Source: an optimization exercise on an open RTL-to-GDS flow (aim: small area, a short achievable clock period and few clock cycles). Production flows keep margins and buffers that such runs may drop.
At most, simulation tests tie the RTL to the original design; equivalence was not proved.
The clock port is modelled as an ideal driver; clocking choices that lean on that would not hold on a real chip.
Power figures rest on the tool's default switching activity, not on a simulated workload.

==> inputs of wip/willow <==
==> flow/design.v <==
package l2_wb_types;
    localparam int unsigned ADDR_WIDTH      = 16;
    localparam int unsigned LINE_WIDTH      = 256;
    localparam int unsigned OFFSET_BITS     = 5;
    localparam int unsigned LINE_ADDR_WIDTH = ADDR_WIDTH - OFFSET_BITS;
    typedef logic [ADDR_WIDTH-1:0]      addr_t;
    typedef logic [LINE_WIDTH-1:0]      line_t;
    typedef logic [LINE_ADDR_WIDTH-1:0] lineaddr_t;
    typedef enum logic [1:0] {IDLE, ACK, FWD_READ, DRAIN} wb_state_t;
    function automatic logic [LINE_ADDR_WIDTH-1:0] line_of(input logic [ADDR_WIDTH-1:0] a);
        line_of = a[ADDR_WIDTH-1:OFFSET_BITS];
    endfunction
    function automatic logic [ADDR_WIDTH-1:0] line_base(input logic [LINE_ADDR_WIDTH-1:0] l);
        line_base = {l, {OFFSET_BITS{1'b0}}};
    endfunction
endpackage
module l2_wb_storage (
    input  logic                clk_i,
    input  logic                load_w_i,
    input  logic                load_r_i,
    input  l2_wb_types::line_t  wdata_i,
    input  l2_wb_types::line_t  rdata_i,
    output l2_wb_types::line_t  data_o
);
    l2_wb_types::line_t data_q;
    logic hold;
    assign hold = !(load_w_i || load_r_i);
    always_ff @(posedge clk_i) begin
        data_q <= ({l2_wb_types::LINE_WIDTH{load_w_i}} & wdata_i)
                | ({l2_wb_types::LINE_WIDTH{load_r_i}} & rdata_i)
                | ({l2_wb_types::LINE_WIDTH{hold}}     & data_q);
    end
    assign data_o = data_q;
endmodule
module l2_write_buffer (
    input  logic   clk_i,
    input  logic   rst_i,
    input  logic   l2_read,
    input  logic   l2_write,
    input  l2_wb_types::addr_t  l2_address,
    input  l2_wb_types::line_t  l2_wdata,
    output logic   l2_resp,
    output l2_wb_types::line_t  l2_rdata,
    output logic   pmem_read,
    output logic   pmem_write,
    output l2_wb_types::addr_t  pmem_address,
    output l2_wb_types::line_t  pmem_wdata,
    input  logic   pmem_resp,
    input  l2_wb_types::line_t  pmem_rdata,
    output logic   wb_empty
);
    logic                   valid_q;       
    l2_wb_types::lineaddr_t line_q;        
    logic                   resp_q;
    logic                   pmem_read_q;   
    logic                   pmem_write_q;  
    logic                   wb_empty_q;
    l2_wb_types::line_t     data;
    logic hit;
    logic free;      
    logic new_req;   
    logic load_w;
    logic start_rd;
    logic rd_hit;
    assign hit      = valid_q && (line_q == l2_wb_types::line_of(l2_address));
    assign free     = !(pmem_read_q || pmem_write_q) || pmem_resp;
    assign new_req  = !resp_q && !pmem_read_q;
    assign load_w   = new_req && l2_write && free;
    assign rd_hit   = new_req && l2_read && hit;
    assign start_rd = new_req && l2_read && !hit && free;
    l2_wb_storage u_storage (
        .clk_i   (clk_i),
        .load_w_i(load_w),
        .load_r_i(pmem_read_q),
        .wdata_i (l2_wdata),
        .rdata_i (pmem_rdata),
        .data_o  (data)
    );
    always_ff @(posedge clk_i or posedge rst_i) begin
        if (rst_i) begin
            valid_q      <= 1'b0;
            line_q       <= '0;
            resp_q       <= 1'b0;
            pmem_read_q  <= 1'b0;
            pmem_write_q <= 1'b0;
            wb_empty_q   <= 1'b1;
        end else begin
            resp_q <= load_w || rd_hit || (pmem_read_q && pmem_resp);
            if (pmem_resp) begin
                pmem_read_q  <= 1'b0;
                pmem_write_q <= 1'b0;
                if (pmem_read_q) valid_q <= 1'b1;
                if (pmem_write_q) wb_empty_q <= 1'b1;
            end
            if (load_w) begin
                valid_q      <= 1'b1;
                line_q       <= l2_wb_types::line_of(l2_address);
                pmem_write_q <= 1'b1;
                wb_empty_q   <= 1'b0;
            end
            if (start_rd) begin
                valid_q     <= 1'b0;
                line_q      <= l2_wb_types::line_of(l2_address);
                pmem_read_q <= 1'b1;
            end
        end
    end
    assign l2_resp      = resp_q;
    assign l2_rdata     = data;
    assign pmem_read    = pmem_read_q;
    assign pmem_write   = pmem_write_q;
    assign pmem_address = l2_wb_types::line_base(line_q);
    assign pmem_wdata   = data;
    assign wb_empty     = wb_empty_q;
endmodule
==> flow/flow/run.sh <==
#!/bin/bash
# Standard layout, with the port buffers made from the smallest plain buffer.
set -euo pipefail
export BUFFER_PORTS_ARGS="-buffer_cell sky130_fd_sc_hd__buf_1"
bash standard.sh > standard_flow.log 2>&1
==> flow/standard.sh <==
#!/bin/bash
# synth_recipe.tcl (not shown) runs the flow's synth.tcl, then flattens the netlist and writes it again
# the make line also repeats each setting of config.mk as NAME=value (left out here)
make -C /OpenROAD-flow-scripts/flow DESIGN_CONFIG=/design/flow/config.mk WORK_HOME=/design/flow/orfs CLKGATE_MAP_FILE= SYNTH_SCRIPT=/design/flow/synth_recipe.tcl "${@:-finish}"
==> flow/config.mk <==
export PLATFORM = sky130hd
export DESIGN_NAME = l2_write_buffer
export DESIGN_NICKNAME = l2_write_buffer
export VERILOG_FILES = /design/flow/design.v
export SDC_FILE = /design/flow/constraint.sdc
export NUM_CORES = 4
export LEC_CHECK = 0
export CAP_MARGIN = 20
export CORE_AREA = 10 10 390 390
export DIE_AREA = 0 0 400 400
export SLEW_MARGIN = 20
==> flow/constraint.sdc <==
create_clock -name core_clock -period 5.0 [get_ports {clk_i}]
set_input_delay 1.0000 -clock core_clock [delete_from_list [all_inputs] [get_ports {clk_i}]]
set_output_delay 1.0000 -clock core_clock [all_outputs]
set_load 0.01 [all_outputs]
==> wip/lagoon: changes against wip/willow <==
--- a/flow/design.v
+++ b/flow/design.v
@@ -19,4 +19,5 @@
     input  logic                load_w_i,
     input  logic                load_r_i,
+    input  logic                keep_w_i,    
     input  l2_wb_types::line_t  wdata_i,
     input  l2_wb_types::line_t  rdata_i,
@@ -24,10 +25,10 @@
 );
     l2_wb_types::line_t data_q;
-    logic hold;
-    assign hold = !(load_w_i || load_r_i);
+    l2_wb_types::line_t kept;    
+    assign kept = ({l2_wb_types::LINE_WIDTH{load_r_i}}  & rdata_i)
+                | ({l2_wb_types::LINE_WIDTH{!load_r_i}} & data_q);
     always_ff @(posedge clk_i) begin
         data_q <= ({l2_wb_types::LINE_WIDTH{load_w_i}} & wdata_i)
-                | ({l2_wb_types::LINE_WIDTH{load_r_i}} & rdata_i)
-                | ({l2_wb_types::LINE_WIDTH{hold}}     & data_q);
+                | ({l2_wb_types::LINE_WIDTH{keep_w_i}} & kept);
     end
     assign data_o = data_q;
@@ -50,10 +51,13 @@
     output logic   wb_empty
 );
+    logic                   resp_q;
+    logic                   pmem_read_q;
+    logic                   pmem_write_q;
+    logic                   dirty_q;       
     logic                   valid_q;       
+    logic                   resp_i_q;
+    logic                   rd_i_q;        
+    logic                   wr_i_q;        
     l2_wb_types::lineaddr_t line_q;        
-    logic                   resp_q;
-    logic                   pmem_read_q;   
-    logic                   pmem_write_q;  
-    logic                   wb_empty_q;
     l2_wb_types::line_t     data;
     logic hit;
@@ -63,14 +67,29 @@
     logic start_rd;
     logic rd_hit;
+    logic fill;      
+    logic take;      
+    logic keep;      
+    logic keep_w;    
+    logic resp_d;
+    logic rd_d;
+    logic wr_d;
     assign hit      = valid_q && (line_q == l2_wb_types::line_of(l2_address));
-    assign free     = !(pmem_read_q || pmem_write_q) || pmem_resp;
-    assign new_req  = !resp_q && !pmem_read_q;
+    assign free     = !(rd_i_q || wr_i_q) || pmem_resp;
+    assign new_req  = !resp_i_q && !rd_i_q;
     assign load_w   = new_req && l2_write && free;
     assign rd_hit   = new_req && l2_read && hit;
     assign start_rd = new_req && l2_read && !hit && free;
+    assign fill     = rd_i_q && pmem_resp;
+    assign take     = new_req && (l2_read || l2_write) && free;
+    assign keep     = resp_i_q || rd_i_q || !(l2_read || l2_write) || (wr_i_q && !pmem_resp);
+    assign keep_w   = resp_i_q || rd_i_q || !l2_write || (wr_i_q && !pmem_resp);
+    assign resp_d   = load_w || rd_hit || fill;
+    assign rd_d     = start_rd || (rd_i_q && !pmem_resp);
+    assign wr_d     = load_w || (wr_i_q && !pmem_resp);
     l2_wb_storage u_storage (
         .clk_i   (clk_i),
         .load_w_i(load_w),
-        .load_r_i(pmem_read_q),
+        .load_r_i(rd_i_q),
+        .keep_w_i(keep_w),
         .wdata_i (l2_wdata),
         .rdata_i (pmem_rdata),
@@ -79,30 +98,31 @@
     always_ff @(posedge clk_i or posedge rst_i) begin
         if (rst_i) begin
-            valid_q      <= 1'b0;
-            line_q       <= '0;
             resp_q       <= 1'b0;
             pmem_read_q  <= 1'b0;
             pmem_write_q <= 1'b0;
-            wb_empty_q   <= 1'b1;
+            dirty_q      <= 1'b0;
+            valid_q      <= 1'b0;
         end else begin
-            resp_q <= load_w || rd_hit || (pmem_read_q && pmem_resp);
-            if (pmem_resp) begin
-                pmem_read_q  <= 1'b0;
-                pmem_write_q <= 1'b0;
-                if (pmem_read_q) valid_q <= 1'b1;
-                if (pmem_write_q) wb_empty_q <= 1'b1;
+            resp_q       <= resp_d;
+            pmem_read_q  <= rd_d;
+            pmem_write_q <= wr_d;
+            if (load_w) begin
+                dirty_q <= 1'b1;
+            end else if (wr_i_q && pmem_resp) begin
+                dirty_q <= 1'b0;
             end
-            if (load_w) begin
-                valid_q      <= 1'b1;
-                line_q       <= l2_wb_types::line_of(l2_address);
-                pmem_write_q <= 1'b1;
-                wb_empty_q   <= 1'b0;
-            end
-            if (start_rd) begin
-                valid_q     <= 1'b0;
-                line_q      <= l2_wb_types::line_of(l2_address);
-                pmem_read_q <= 1'b1;
+            if (load_w || fill) begin
+                valid_q <= 1'b1;
+            end else if (start_rd) begin
+                valid_q <= 1'b0;
             end
         end
+    end
+    always_ff @(posedge clk_i) begin
+        resp_i_q <= !rst_i && resp_d;
+        rd_i_q   <= !rst_i && rd_d;
+        wr_i_q   <= !rst_i && wr_d;
+        line_q <= ({l2_wb_types::LINE_ADDR_WIDTH{take}} & l2_wb_types::line_of(l2_address))
+                | ({l2_wb_types::LINE_ADDR_WIDTH{keep}} & line_q);
     end
     assign l2_resp      = resp_q;
@@ -112,4 +132,4 @@
     assign pmem_address = l2_wb_types::line_base(line_q);
     assign pmem_wdata   = data;
-    assign wb_empty     = wb_empty_q;
+    assign wb_empty     = !dirty_q;
 endmodule
==> flow/flow/run.sh (replaced) <==
#!/bin/bash
# The standard layout (standard.sh, unchanged synthesis) with three changes:
#  - the port buffers are the smallest plain buffer (buf_1) instead of the
#    default delay buffer;
#  - the pins may also use met4 on the top and bottom edges, so that the 1065
#    pins fit on a smaller die;
#  - the four pins of each data bit (l2_wdata, pmem_rdata, l2_rdata,
#    pmem_wdata) are placed next to each other, next to that bit's register.
# The whole output of the ORFS run goes to standard_flow.log here, and each
# ORFS step keeps its own log under orfs/logs/.
set -euo pipefail
export BUFFER_PORTS_ARGS="-buffer_cell sky130_fd_sc_hd__buf_1"
export IO_PLACER_V="met2 met4"
pins=""
for i in $(seq 0 255); do
  pins="$pins -group_pins {l2_wdata[$i] pmem_rdata[$i] l2_rdata[$i] pmem_wdata[$i]}"
done
export PLACE_PINS_ARGS="$pins"
export POST_CTS_TCL="$PWD/flow/post_cts.tcl"
bash standard.sh > standard_flow.log 2>&1
==> flow/flow/post_cts.tcl (new file) <==
# Collapse the middle levels of the clock tree so that every leaf clock buffer
# is driven by the root clock buffer directly.
set block [ord::get_db_block]
set collapsed 0
foreach inst [$block getInsts] {
  set name [$inst getName]
  if {![regexp {^clkbuf_[1-9][0-9]*_} $name]} { continue }
  set innet [[$inst findITerm A] getNet]
  set outnet [[$inst findITerm X] getNet]
  foreach it [$outnet getITerms] {
    if {[$it getInst] eq $inst} { continue }
    $it disconnect
    $it connect $innet
  }
  odb::dbInst_destroy $inst
  odb::dbNet_destroy $outnet
  incr collapsed
}
puts "post_cts: collapsed $collapsed clock buffers"
- CORE_AREA: 10 10 390 390 -> 10 10 250 250
- CTS_CLUSTER_DIAMETER: not set -> 100
- CTS_CLUSTER_SIZE: not set -> 20
- DIE_AREA: 0 0 400 400 -> 0 0 260 260
- SETUP_SLACK_MARGIN: not set -> 2.8
==> wip/onyx: changes against wip/willow <==
--- a/flow/design.v
+++ b/flow/design.v
@@ -50,10 +50,13 @@
     output logic   wb_empty
 );
+    logic                   resp_q;
+    logic                   pmem_read_q;
+    logic                   pmem_write_q;
+    logic                   dirty_q;       
     logic                   valid_q;       
+    logic                   resp_i_q;
+    logic                   rd_i_q;        
+    logic                   wr_i_q;        
     l2_wb_types::lineaddr_t line_q;        
-    logic                   resp_q;
-    logic                   pmem_read_q;   
-    logic                   pmem_write_q;  
-    logic                   wb_empty_q;
     l2_wb_types::line_t     data;
     logic hit;
@@ -63,14 +66,26 @@
     logic start_rd;
     logic rd_hit;
+    logic fill;      
+    logic take;      
+    logic keep;      
+    logic resp_d;
+    logic rd_d;
+    logic wr_d;
     assign hit      = valid_q && (line_q == l2_wb_types::line_of(l2_address));
-    assign free     = !(pmem_read_q || pmem_write_q) || pmem_resp;
-    assign new_req  = !resp_q && !pmem_read_q;
+    assign free     = !(rd_i_q || wr_i_q) || pmem_resp;
+    assign new_req  = !resp_i_q && !rd_i_q;
     assign load_w   = new_req && l2_write && free;
     assign rd_hit   = new_req && l2_read && hit;
     assign start_rd = new_req && l2_read && !hit && free;
+    assign fill     = rd_i_q && pmem_resp;
+    assign take     = new_req && (l2_read || l2_write) && free;
+    assign keep     = resp_i_q || rd_i_q || !(l2_read || l2_write) || (wr_i_q && !pmem_resp);
+    assign resp_d   = load_w || rd_hit || fill;
+    assign rd_d     = start_rd || (rd_i_q && !pmem_resp);
+    assign wr_d     = load_w || (wr_i_q && !pmem_resp);
     l2_wb_storage u_storage (
         .clk_i   (clk_i),
         .load_w_i(load_w),
-        .load_r_i(pmem_read_q),
+        .load_r_i(rd_i_q),
         .wdata_i (l2_wdata),
         .rdata_i (pmem_rdata),
@@ -79,30 +94,31 @@
     always_ff @(posedge clk_i or posedge rst_i) begin
         if (rst_i) begin
-            valid_q      <= 1'b0;
-            line_q       <= '0;
             resp_q       <= 1'b0;
             pmem_read_q  <= 1'b0;
             pmem_write_q <= 1'b0;
-            wb_empty_q   <= 1'b1;
+            dirty_q      <= 1'b0;
+            valid_q      <= 1'b0;
         end else begin
-            resp_q <= load_w || rd_hit || (pmem_read_q && pmem_resp);
-            if (pmem_resp) begin
-                pmem_read_q  <= 1'b0;
-                pmem_write_q <= 1'b0;
-                if (pmem_read_q) valid_q <= 1'b1;
-                if (pmem_write_q) wb_empty_q <= 1'b1;
+            resp_q       <= resp_d;
+            pmem_read_q  <= rd_d;
+            pmem_write_q <= wr_d;
+            if (load_w) begin
+                dirty_q <= 1'b1;
+            end else if (wr_i_q && pmem_resp) begin
+                dirty_q <= 1'b0;
             end
-            if (load_w) begin
-                valid_q      <= 1'b1;
-                line_q       <= l2_wb_types::line_of(l2_address);
-                pmem_write_q <= 1'b1;
-                wb_empty_q   <= 1'b0;
-            end
-            if (start_rd) begin
-                valid_q     <= 1'b0;
-                line_q      <= l2_wb_types::line_of(l2_address);
-                pmem_read_q <= 1'b1;
+            if (load_w || fill) begin
+                valid_q <= 1'b1;
+            end else if (start_rd) begin
+                valid_q <= 1'b0;
             end
         end
+    end
+    always_ff @(posedge clk_i) begin
+        resp_i_q <= !rst_i && resp_d;
+        rd_i_q   <= !rst_i && rd_d;
+        wr_i_q   <= !rst_i && wr_d;
+        line_q <= ({l2_wb_types::LINE_ADDR_WIDTH{take}} & l2_wb_types::line_of(l2_address))
+                | ({l2_wb_types::LINE_ADDR_WIDTH{keep}} & line_q);
     end
     assign l2_resp      = resp_q;
@@ -112,4 +128,4 @@
     assign pmem_address = l2_wb_types::line_base(line_q);
     assign pmem_wdata   = data;
-    assign wb_empty     = wb_empty_q;
+    assign wb_empty     = !dirty_q;
 endmodule
==> flow/flow/run.sh (replaced) <==
#!/bin/bash
# Standard layout (standard.sh) with: port buffers made from the smallest plain
# buffer, high-fanout nets split into buffer trees before timing repair, the
# pins placed on more metal layers so that the die can be smaller, and the four
# pins of each data bit (l2_wdata, pmem_rdata, l2_rdata, pmem_wdata) kept
# together.
set -euo pipefail
export BUFFER_PORTS_ARGS="-buffer_cell sky130_fd_sc_hd__buf_1"
export PRE_RESIZE_TCL="$PWD/flow/pre_resize.tcl"
pins=""
if [[ -f flow/pins.args ]]; then pins="$(cat flow/pins.args)"; fi
if [[ -f flow/group_bits ]]; then
  for i in $(seq 0 255); do
    pins="$pins -group_pins {l2_wdata[$i] pmem_rdata[$i] l2_rdata[$i] pmem_wdata[$i]}"
  done
fi
export PLACE_PINS_ARGS="$pins"
if [[ -f flow/io_v.txt ]]; then export IO_PLACER_V="$(cat flow/io_v.txt)"; fi
if [[ -f flow/io_h.txt ]]; then export IO_PLACER_H="$(cat flow/io_h.txt)"; fi
if [[ -f flow/post_cts.tcl ]]; then export POST_CTS_TCL="$PWD/flow/post_cts.tcl"; fi
bash standard.sh > standard_flow.log 2>&1
==> flow/flow/group_bits (new file) <==
group
==> flow/flow/io_v.txt (new file) <==
met2 met4
==> flow/flow/pre_resize.tcl (new file) <==
set_max_fanout 16 [current_design]
- CORE_AREA: 10 10 390 390 -> 10 10 290 290
- CTS_CLUSTER_DIAMETER: not set -> 100
- CTS_CLUSTER_SIZE: not set -> 20
- DIE_AREA: 0 0 400 400 -> 0 0 300 300
- SETUP_SLACK_MARGIN: not set -> 2.95
==> qor summary <==
Final cell count without fillers: wip/onyx 3082; wip/lagoon 2961; wip/willow 3962
Clock buf count: wip/onyx 24; wip/lagoon 20; wip/willow 54
Run status: wip/onyx timing/DRC/antenna clean; wip/lagoon timing/DRC/antenna clean; wip/willow timing/DRC/antenna clean
Switching part of the total power: wip/onyx 33.5%; wip/lagoon 38.8%; wip/willow 51.0%
Number of antenna violations at the first check in global routing: wip/onyx 2; wip/lagoon 16; wip/willow 118
Signal buffers: wip/onyx 1176; wip/lagoon 1071; wip/willow 1069
Clock network power share: wip/onyx 15.2%; wip/lagoon 19.6%; wip/willow 19.6%
Most area-hungry cell class in the final design: wip/onyx buffers; wip/lagoon flip-flops and latches; wip/willow flip-flops and latches
Growth of design area from synthesis to finish: wip/onyx 67.5%; wip/lagoon 24.9%; wip/willow 41.4%
Post-layout worst setup margin: wip/onyx 2750 ps; wip/lagoon 2880 ps; wip/willow 1990 ps
Starting density of the core: wip/onyx 16.3%; wip/lagoon 23.2%; wip/willow 9.07%
Worst Hold Class: wip/onyx flop to flop; wip/lagoon primary input to async pin; wip/willow flop to flop
Highest cell delay on the worst timing path: wip/onyx 240 ps; wip/lagoon 720 ps; wip/willow 710 ps
Sequential fraction of total cell area: wip/onyx 28.5%; wip/lagoon 33.7%; wip/willow 30.1%
Area fraction in and, or, nand and nor cells after synthesis: wip/onyx 0.949%; wip/lagoon 8.19%; wip/willow 2.20%
Peak VDD IR: wip/onyx 0.000264 V; wip/lagoon 0.000293 V; wip/willow 0.000474 V
Testbench counts of wip/onyx, summed over its fixed seeds: cycles 25,351.
For wip/willow and wip/lagoon, only the layout was checked, not whether the RTL still works.

static timing again, ports no longer ideal:
Ports are ideal in the flow. The routed layouts listed here were re-timed in OpenROAD.
Step 1 (the two cells are an assumption about what drives the block):
set clk [get_ports {clk_i}]
set_driving_cell -lib_cell sky130_fd_sc_hd__clkbuf_16 $clk
set_driving_cell -lib_cell sky130_fd_sc_hd__buf_2 [delete_from_list [all_inputs] $clk]
Step 2 times the ports against the registers' clock, not the clock port: input delays grow and output delays shrink by t, the midpoint of the rising clock arrivals with the driver on.
Three values: ideal, step 1, step 2; two values: the first two.
run	t (ns)	setup WS [ns]	latest minus earliest clock arrival (ns)
wip/willow	0.657	1.989 / 1.925 / 1.594	0.032 / 0.031
wip/lagoon	0.571	2.876 / 2.818 / 2.364	0.015 / 0.015
wip/onyx	0.575	2.750 / 2.703 / 2.128	0.020 / 0.020
After both steps every run listed still meets setup and hold. For wip/onyx, which loses most, drivers alone change the setup slack by -0.047 ns; drivers and shift together by -0.622 ns.
